This is an optimization exercise on Yosys and OpenROAD, whose aim is a short achievable clock period and few clock cycles, not a production implementation. Only simulation tests tie the RTL to the original design; equivalence was not proved. The flow treats the clock pin as an ideal source, which a real chip does not have. Power and IR drop assume default switching activity.

## v52
Design cpuTop, start of the top module:
module cpuTop #(
    parameter logic [DataWidth-1:0] resetPc = '0
) (
    input  logic                    clk,
    input  logic                    rst,
    output logic [DataWidth-1:0]    pc,
    output logic                    instrReq,
    input  cpuPkg::instrWord                instr,
    output logic                    regWrEn,
    output logic [RegAddrWidth-1:0] regWrAddr,
    output logic [DataWidth-1:0]    regWrData
);
clock: 8.0 ns
lec_check: 0
cap_margin: 20
core_margin: 2
core_utilization: 60
place_density: 0.75
slew_margin: 20
synth_hierarchical: 1
synth_minimum_keep_size: 0
standard.sh (not shown) runs the stock make flow with config.mk's settings and CLKGATE_MAP_FILE= SYNTH_SCRIPT=/design/flow/synth_recipe.tcl, a recipe that flattens the netlist after the stock synthesis.
==> flow/flow/run.sh <==
#!/bin/bash
# The standard layout (standard.sh) with these changes:
#  - no full-adder extraction in synthesis (ADDER_MAP_FILE empty), so the
#    hand-built prefix adders keep their structure;
#  - timing repair may swap cells across footprints (MATCH_CELL_FOOTPRINT 0);
#  - ports are buffered with buf_8 cells;
#  - timing repair aims at a setup margin of 5.4 ns up to CTS, with extra
#    repair passes at the end of CTS (flow/extra_cts.tcl), and 5.25 ns after.
# Each make run's full output goes to its own log here; ORFS's per-step logs
# stay under orfs/logs.
set -euo pipefail
KNOBS=(ADDER_MAP_FILE= MATCH_CELL_FOOTPRINT=0 "BUFFER_PORTS_ARGS=-buffer_cell sky130_fd_sc_hd__buf_8")
bash standard.sh "${KNOBS[@]}" SETUP_SLACK_MARGIN=5.4 "POST_CTS_TCL=$PWD/flow/extra_cts.tcl" cts \
    > make_cts.log 2>&1
bash standard.sh "${KNOBS[@]}" SETUP_SLACK_MARGIN=5.25 finish > make_finish.log 2>&1
==> flow/flow/extra_cts.tcl <==
# Sourced at the end of ORFS's CTS step (POST_CTS_TCL). The step's own setup
# repair aims past what the output paths can reach and stops improving once
# they are the worst; these passes aim just below that, so the repair keeps
# working on the internal and input paths.
foreach margin {5.2 5.3} {
  repair_timing -setup -setup_margin $margin -hold_margin 0 -repair_tns 100 -verbose
}
detailed_placement
check_placement -verbose
Testbench counts of v52, summed over its fixed seeds: cycles 25,372.
Relative to v52, the following input files were edited for v16:
Settings: PLACE_DENSITY changed from 0.75 to 0.6; CORE_UTILIZATION changed from 60 to 40.
==> flow/flow/run.sh <==
#!/bin/bash
# The standard layout (standard.sh) with these changes:
#  - no full-adder extraction in synthesis (ADDER_MAP_FILE empty), so the
#    hand-built prefix adders keep their structure;
#  - timing repair may swap cells across footprints (MATCH_CELL_FOOTPRINT 0);
#  - ports are buffered with buf_8 cells;
set -euo pipefail
F=$PWD/flow
KNOBS=(ADDER_MAP_FILE= MATCH_CELL_FOOTPRINT=0 "BUFFER_PORTS_ARGS=-buffer_cell sky130_fd_sc_hd__buf_8"
       SETUP_SLACK_MARGIN=5.4)
bash standard.sh "${KNOBS[@]}" "POST_CTS_TCL=$F/extra_cts.tcl" cts > make_cts.log 2>&1
bash standard.sh "${KNOBS[@]}" "PRE_GLOBAL_ROUTE_TCL=$F/relax_outputs.tcl" \
    "POST_GLOBAL_ROUTE_TCL=$F/restore_outputs.tcl" finish > make_finish.log 2>&1
==> flow/flow/extra_cts.tcl <==
source [file join [file dirname [info script]] relax_outputs.tcl]
repair_timing -setup -setup_margin 5.45 -hold_margin 0 -repair_tns 100 -verbose
detailed_placement
check_placement -verbose
source [file join [file dirname [info script]] restore_outputs.tcl]
==> flow/flow/relax_outputs.tcl (new file) <==
# Optimisation aid: while the timing repair runs, the output ports' external
# delay is lowered so that the repair, which stops improving once its worst
# path cannot be improved, is not held up by the output paths (flip-flop to
# port, nothing to repair there) and keeps working on the other paths.
# restore_outputs.tcl puts the design's output delay back before the step
# writes its results.
set_output_delay 0.8 -clock [get_clocks core_clock] [all_outputs]
==> flow/flow/restore_outputs.tcl (new file) <==
# Puts back the design's output delay (20% of the 8 ns period), see
# relax_outputs.tcl.
set_output_delay 1.6 -clock [get_clocks core_clock] [all_outputs]
Notes after the runs:
- v16 was carried through to the last stage, and its layout satisfied the timing, design-rule and antenna checks.
- v16 against v52; total power consumption of the routed design is up by a little under 10%.
- v52 → v16: number of cell rows +18; worst-margin pin slew down 10 ps.
- Going from v52 to v16, total routed wire length on the met1 layer rose 11%; insertion delay to the later sink of the worst-skew pair rose 20 ps; clock skew rose 12 ps; final setup slack of the worst path rose 61 ps.
- On v16: worst slack after detailed placement is 100 ps lower than what v52 gave.
- Delta(cell count, v16 - v52) > 0
- v16 ended up with a lower largest fanout on the critical path than v52 did.
What v31 does differently from v16 at the input level:
Settings: CORE_UTILIZATION now 50, was 40; PLACE_DENSITY now 0.65, was 0.6.
==> flow/flow/run.sh <==
#!/bin/bash
# The standard layout (standard.sh) with these changes:
#  - no full-adder extraction in synthesis (ADDER_MAP_FILE empty), so the
#    hand-built prefix adders keep their structure;
#  - timing repair may swap cells across footprints (MATCH_CELL_FOOTPRINT 0);
#  - ports are buffered with buf_8 cells;
#  - timing repair aims at a setup margin of 5.4 ns up to CTS, with extra
#    repair passes at the end of CTS (flow/extra_cts.tcl), and 5.25 ns after.
# Each make run's full output goes to its own log here; ORFS's per-step logs
# stay under orfs/logs.
set -euo pipefail
KNOBS=(ADDER_MAP_FILE= MATCH_CELL_FOOTPRINT=0 "BUFFER_PORTS_ARGS=-buffer_cell sky130_fd_sc_hd__buf_8")
bash standard.sh "${KNOBS[@]}" SETUP_SLACK_MARGIN=5.4 "POST_CTS_TCL=$PWD/flow/extra_cts.tcl" cts \
    > make_cts.log 2>&1
bash standard.sh "${KNOBS[@]}" SETUP_SLACK_MARGIN=5.25 finish > make_finish.log 2>&1
==> flow/flow/extra_cts.tcl <==
# Sourced at the end of ORFS's CTS step (POST_CTS_TCL). The step's own setup
# repair aims past what the output paths can reach and stops improving once
# they are the worst; these passes aim just below that, so the repair keeps
# working on the internal and input paths.
foreach margin {5.2 5.3} {
  repair_timing -setup -setup_margin $margin -hold_margin 0 -repair_tns 100 -verbose
}
detailed_placement
check_placement -verbose
removed: flow/flow/relax_outputs.tcl
removed: flow/flow/restore_outputs.tcl
## What came out
v31 and v16 all finish clean.
On v31: clock-buffer cell count is 2 higher than what v16 gave.
Max post-route fraction of the period consumed by the critical path across v31 and v16: v31
In terms of biggest cell delay along the critical path, v16 and v31 differ only marginally.
### v31 -> v14
Settings: changing CORE_UTILIZATION from 50 to 40; changing PLACE_DENSITY from 0.65 to 0.6.
==> flow/flow/run.sh <==
#!/bin/bash
# The standard layout (standard.sh) with these changes:
#  - no full-adder extraction in synthesis (ADDER_MAP_FILE empty), so the
#    hand-built prefix adders keep their structure;
#  - timing repair may swap cells across footprints (MATCH_CELL_FOOTPRINT 0);
#  - ports are buffered with buf_8 cells;
set -euo pipefail
F=$PWD/flow
KNOBS=(ADDER_MAP_FILE= MATCH_CELL_FOOTPRINT=0 "BUFFER_PORTS_ARGS=-buffer_cell sky130_fd_sc_hd__buf_8"
       SETUP_SLACK_MARGIN=5.55)
bash standard.sh "${KNOBS[@]}" "POST_CTS_TCL=$F/extra_cts.tcl" cts > make_cts.log 2>&1
bash standard.sh "${KNOBS[@]}" "PRE_GLOBAL_ROUTE_TCL=$F/relax_outputs.tcl" \
    "POST_GLOBAL_ROUTE_TCL=$F/restore_outputs.tcl" finish > make_finish.log 2>&1
==> flow/flow/extra_cts.tcl <==
source [file join [file dirname [info script]] relax_outputs.tcl]
repair_timing -setup -setup_margin 5.6 -hold_margin 0 -repair_tns 100 -verbose
detailed_placement
check_placement -verbose
source [file join [file dirname [info script]] restore_outputs.tcl]
==> flow/flow/relax_outputs.tcl (new file) <==
# Optimisation aid: while the timing repair runs, the output ports' external
# delay is lowered so that the repair, which stops improving once its worst
# path cannot be improved, is not held up by the output paths (flip-flop to
# port, nothing to repair there) and keeps working on the other paths.
# restore_outputs.tcl puts the design's output delay back before the step
# writes its results.
set_output_delay 0.8 -clock [get_clocks core_clock] [all_outputs]
==> flow/flow/restore_outputs.tcl (new file) <==
# Puts back the design's output delay (20% of the 8 ns period), see
# relax_outputs.tcl.
set_output_delay 1.6 -clock [get_clocks core_clock] [all_outputs]
==> run notes <==
v14 ended up with a higher least setup slack across all paths after layout than v31 did.
v14 — total power divided by cell area 0.93% lower, v31 as reference
v14 vs. v31: wire length went up 7.8 mm, final-layout non-clock buffer area share went up 3.1 points.
v31 vs v14, start point of the critical path: instr[2] vs instr[4]
[compare] base=v31 new=v14: number of non-filler instances in the completed layout now larger, post-route core utilization now smaller, count of inserted tapcells now larger, worst hold path depth now larger.

========
cpuTop, a different RTL version from the one above (not shown whole).
For scale: ~2,400 cells after synthesis, roughly 330 flip-flops, ~56 I/O pins, roughly 20,000 µm² of cells after synthesis.
export LEC_CHECK = 0
export CAP_MARGIN = 20
export CORE_MARGIN = 2
export CORE_UTILIZATION = 40
export PLACE_DENSITY = 0.6
export SLEW_MARGIN = 20
create_clock -name core_clock -period 8.0 [get_ports {clk}]
run.sh (not shown) runs the stock make flow with config.mk's settings and CLKGATE_MAP_FILE= SYNTH_SCRIPT=/design/flow/synth_recipe.tcl, a recipe that flattens the netlist after the stock synthesis.
Stock flow here: none of the scripts above is used.
Testbench counts at the start, summed over its fixed seeds: cycles 29,223.
==> next run, changes <==
--- a/flow/config.mk
+++ b/flow/config.mk
@@ -10,3 +10,4 @@
 export CORE_UTILIZATION = 40
 export PLACE_DENSITY = 0.6
+export SETUP_SLACK_MARGIN = 5
 export SLEW_MARGIN = 20
Result: Wire length grows by 6.9%. Cell area goes up by about 13%. Area after synthesis does not change. Worst hold slack stays flat. Fmax rises by about 30%. Register-to-register slack gets better by 1.0 ns. Clock-buffer cell count is higher by 3. Total power came out higher by about 5%. Combinational power came out higher by 40%. Utilization rose by 6.0 points.

========
## build 49
cpuTop, a different RTL version from the one above (not shown whole).
Size in the first run: about 2800 cells after synthesis, ~56 I/O pins, about 27000 um2 of cells after synthesis.
## cpuTop
module cpuTop #(
    parameter logic [DataWidth-1:0] resetPc = '0
) (
    input  logic                    clk,
    input  logic                    rst,
    output logic [DataWidth-1:0]    pc,
    output logic                    instrReq,
    input  cpuPkg::instrWord                instr,
    output logic                    regWrEn,
    output logic [RegAddrWidth-1:0] regWrAddr,
    output logic [DataWidth-1:0]    regWrData
);
Settings: LEC_CHECK=0, CAP_MARGIN=20, CORE_MARGIN=2, CORE_UTILIZATION=40, PLACE_DENSITY=0.6, SLEW_MARGIN=20, SYNTH_HIERARCHICAL=1, SYNTH_MINIMUM_KEEP_SIZE=0; clock period 8.0 ns.
standard.sh (not shown) runs the stock make flow with config.mk's settings and CLKGATE_MAP_FILE= SYNTH_SCRIPT=/design/flow/synth_recipe.tcl, a recipe that flattens the netlist after the stock synthesis.
==> flow/flow/run.sh <==
#!/bin/bash
# The standard layout (standard.sh) with these changes:
#  - no full-adder extraction in synthesis (ADDER_MAP_FILE empty), so the
#    hand-built prefix adders keep their structure;
#  - timing repair may swap cells across footprints (MATCH_CELL_FOOTPRINT 0);
#  - timing repair aims at a setup margin of 5.4 ns;
#  - ports are buffered with buf_8 cells.
# make's full output goes to make_finish.log; ORFS's per-step logs stay under orfs/logs.
set -euo pipefail
bash standard.sh ADDER_MAP_FILE= MATCH_CELL_FOOTPRINT=0 SETUP_SLACK_MARGIN=5.4 \
    "BUFFER_PORTS_ARGS=-buffer_cell sky130_fd_sc_hd__buf_8" finish > make_finish.log 2>&1
Testbench counts of build 49, summed over its fixed seeds: cycles 25,372.
--- input diff build 49..build 46 ---
-- flow/flow/run.sh --
<<< build 49, line 6
#  - timing repair aims at a setup margin of 5.4 ns;
>>> build 46, line 6
#  - timing repair aims at a setup margin of 5.3 ns;
<<< build 49, line 10
bash standard.sh ADDER_MAP_FILE= MATCH_CELL_FOOTPRINT=0 SETUP_SLACK_MARGIN=5.4 \
>>> build 46, line 10
bash standard.sh ADDER_MAP_FILE= MATCH_CELL_FOOTPRINT=0 SETUP_SLACK_MARGIN=5.3 \
==> comparison <==
- The first element of the critical path comes out instr[7] in one run and instr[2] in the other, namely in build 49 and build 46 respectively.
- Utilization build 49 -> build 46: down
- Build 46 vs build 49: time the worst path needs with I/O delays and setup up in build 46
- Across both runs, number of stages on the worst setup path was lower for build 46 than for build 49.
- Comparing build 46 and build 49, sum of internal, switching and leakage power is lower on build 46.
- Between build 46 and build 49, it is build 46 whose worst hold slack is higher, by 0.014 ns.
- Higher global-route usage among build 46 and build 49: build 49
The inputs of build 95 differ from those of build 46 as listed below.
-- flow/flow/run.sh --
<<< build 46, line 6
#  - timing repair aims at a setup margin of 5.3 ns;
>>> build 95, line 6
#  - timing repair aims at a setup margin of 5.5 ns;
<<< build 46, line 10
bash standard.sh ADDER_MAP_FILE= MATCH_CELL_FOOTPRINT=0 SETUP_SLACK_MARGIN=5.3 \
>>> build 95, line 10
bash standard.sh ADDER_MAP_FILE= MATCH_CELL_FOOTPRINT=0 SETUP_SLACK_MARGIN=5.5 \
[summary]
Build 95 vs build 46 — total power climbed by a few percent
Build 95 vs build 46, instance count: build 95 higher
[compare] base=build 46 new=build 95: wire length grew by about 5%; area of combinational cells with multiple inputs grew by 480 um2.
Diff build 46 -> build 95: count of cells resized by post-cts repair up 153; portion of the layout cell area used by non-clock buffers higher; via count went up.

========
Setup of trial 93:
cpuTop, a different RTL version from the one above (not shown whole).
Size: ~56 I/O pins, roughly 28000 µm² of cells after synthesis.
==> flow/design.v (excerpt) <==
module cpuTop #(
    parameter logic [DataWidth-1:0] resetPc = '0
) (
    input  logic                    clk,
    input  logic                    rst,
    output logic [DataWidth-1:0]    pc,
    output logic                    instrReq,
    input  cpuPkg::instrWord                instr,
    output logic                    regWrEn,
    output logic [RegAddrWidth-1:0] regWrAddr,
    output logic [DataWidth-1:0]    regWrData
);
export LEC_CHECK = 0
export CAP_MARGIN = 20
export CORE_MARGIN = 2
export CORE_UTILIZATION = 40
export PLACE_DENSITY = 0.6
export SLEW_MARGIN = 20
export SYNTH_HIERARCHICAL = 1
export SYNTH_MINIMUM_KEEP_SIZE = 0
create_clock -name core_clock -period 8.0 [get_ports {clk}]
==> flow/flow/run.sh <==
#!/bin/bash
# The standard layout (standard.sh) with these changes:
#  - no full-adder extraction in synthesis (ADDER_MAP_FILE empty), so the
#    hand-built prefix adders keep their structure;
#  - timing repair may swap cells across footprints (MATCH_CELL_FOOTPRINT 0);
#  - timing repair aims at a setup margin of 5.4 ns;
#  - ports are buffered with buf_8 cells.
# make's full output goes to make_finish.log; ORFS's per-step logs stay under orfs/logs.
set -euo pipefail
bash standard.sh ADDER_MAP_FILE= MATCH_CELL_FOOTPRINT=0 SETUP_SLACK_MARGIN=5.4 \
    "BUFFER_PORTS_ARGS=-buffer_cell sky130_fd_sc_hd__buf_8" finish > make_finish.log 2>&1
Testbench counts of trial 93, summed over its fixed seeds: cycles 25,372.
The following lists how build 61 was set up differently from trial 93:
==> flow/flow/run.sh <==
#!/bin/bash
# The standard layout (standard.sh) with these changes:
#  - no full-adder extraction in synthesis (ADDER_MAP_FILE empty), so the
#    hand-built prefix adders keep their structure;
#  - timing repair may swap cells across footprints (MATCH_CELL_FOOTPRINT 0);
#  - ports are buffered with buf_8 cells;
set -euo pipefail
F=$PWD/flow
KNOBS=(ADDER_MAP_FILE= MATCH_CELL_FOOTPRINT=0 "BUFFER_PORTS_ARGS=-buffer_cell sky130_fd_sc_hd__buf_8"
       SETUP_SLACK_MARGIN=5.4)
bash standard.sh "${KNOBS[@]}" "POST_CTS_TCL=$F/extra_cts.tcl" cts > make_cts.log 2>&1
bash standard.sh "${KNOBS[@]}" "PRE_GLOBAL_ROUTE_TCL=$F/relax_outputs.tcl" \
    "POST_GLOBAL_ROUTE_TCL=$F/restore_outputs.tcl" finish > make_finish.log 2>&1
==> flow/flow/extra_cts.tcl (new file) <==
source [file join [file dirname [info script]] relax_outputs.tcl]
repair_timing -setup -setup_margin 5.45 -hold_margin 0 -repair_tns 100 -verbose
detailed_placement
check_placement -verbose
source [file join [file dirname [info script]] restore_outputs.tcl]
==> flow/flow/relax_outputs.tcl (new file) <==
# Optimisation aid: while the timing repair runs, the output ports' external
# delay is lowered so that the repair, which stops improving once its worst
# path cannot be improved, is not held up by the output paths (flip-flop to
# port, nothing to repair there) and keeps working on the other paths.
# restore_outputs.tcl puts the design's output delay back before the step
# writes its results.
set_output_delay 0.8 -clock [get_clocks core_clock] [all_outputs]
==> flow/flow/restore_outputs.tcl (new file) <==
# Puts back the design's output delay (20% of the 8 ns period), see
# relax_outputs.tcl.
set_output_delay 1.6 -clock [get_clocks core_clock] [all_outputs]
[summary]
The lower total power of build 61 and trial 93 is in build 61.
When the final numbers for build 61 and trial 93 were put side by side, the routed length per placed instance turned out to be greater in trial 93.
Compared with trial 93, build 61 shows worst-case vdd ir drop lower by 1.3 µV.
Compare build 61 and trial 93 | combinational fraction of design power lower: build 61
Cell count: build 61 vs trial 93 — no meaningful difference
As far as combined area of all synthesized cells goes, trial 93 and build 61 are indistinguishable; the numbers are identical.
Lower area of all placed cells without fillers goes to build 61 over trial 93.

==> port drivers added, routing unchanged <==
The results above use ideal ports. As a check the final layouts listed here were re-extracted and re-timed, cells and wires unchanged.
Step 1, drivers: a clkbuf_16 drives clk and a buf_2 each remaining input, both assumed.
Step 2, shift: input delay + t, output delay - t, t = (earliest + latest rising clock arrival at the registers) / 2. This alone moves slack from input paths to output paths.
a / b / c = ideal ports / drivers / drivers and shift; a / b = the first two.
| run | t (ns) | setup WS [ns] | clock arrival spread, ns | worst slew at a driven data input, ns |
|---|---|---|---|---|
| v52 | 0.653 | 5.216 / 5.018 / 4.365 | 0.037 / 0.036 | 0.27 |
| v16 | 0.659 | 5.277 / 5.142 / 4.483 | 0.050 / 0.050 | 0.30 |
| v31 | 0.639 | 5.161 / 5.065 / 4.426 | 0.033 / 0.034 | 0.28 |
| v14 | 0.667 | 5.281 / 5.081 / 4.414 | 0.039 / 0.039 | 0.35 |
| the first run of note 2 | 0.635 | 3.347 / 3.347 / 3.224 | 0.035 / 0.035 | 0.06 |
| the second run of note 2 | 0.631 | 4.382 / 4.382 / 4.382 | 0.026 / 0.026 | 0.06 |
| build 49 | 0.647 | 5.258 / 5.143 / 4.497 | 0.037 / 0.037 | 0.25 |
| build 46 | 0.641 | 5.243 / 5.071 / 4.430 | 0.024 / 0.025 | 0.26 |
| build 95 | 0.644 | 5.210 / 5.020 / 4.376 | 0.021 / 0.020 | 0.27 |
| trial 93 | 0.661 | 5.315 / 5.179 / 4.518 | 0.024 / 0.025 | 0.27 |
| build 61 | 0.659 | 5.315 / 5.185 / 4.527 | 0.027 / 0.027 | 0.26 |
After both steps every run listed still meets setup and hold. For v14, which loses most, drivers alone change the setup slack by -0.200 ns; drivers and shift together by -0.867 ns.
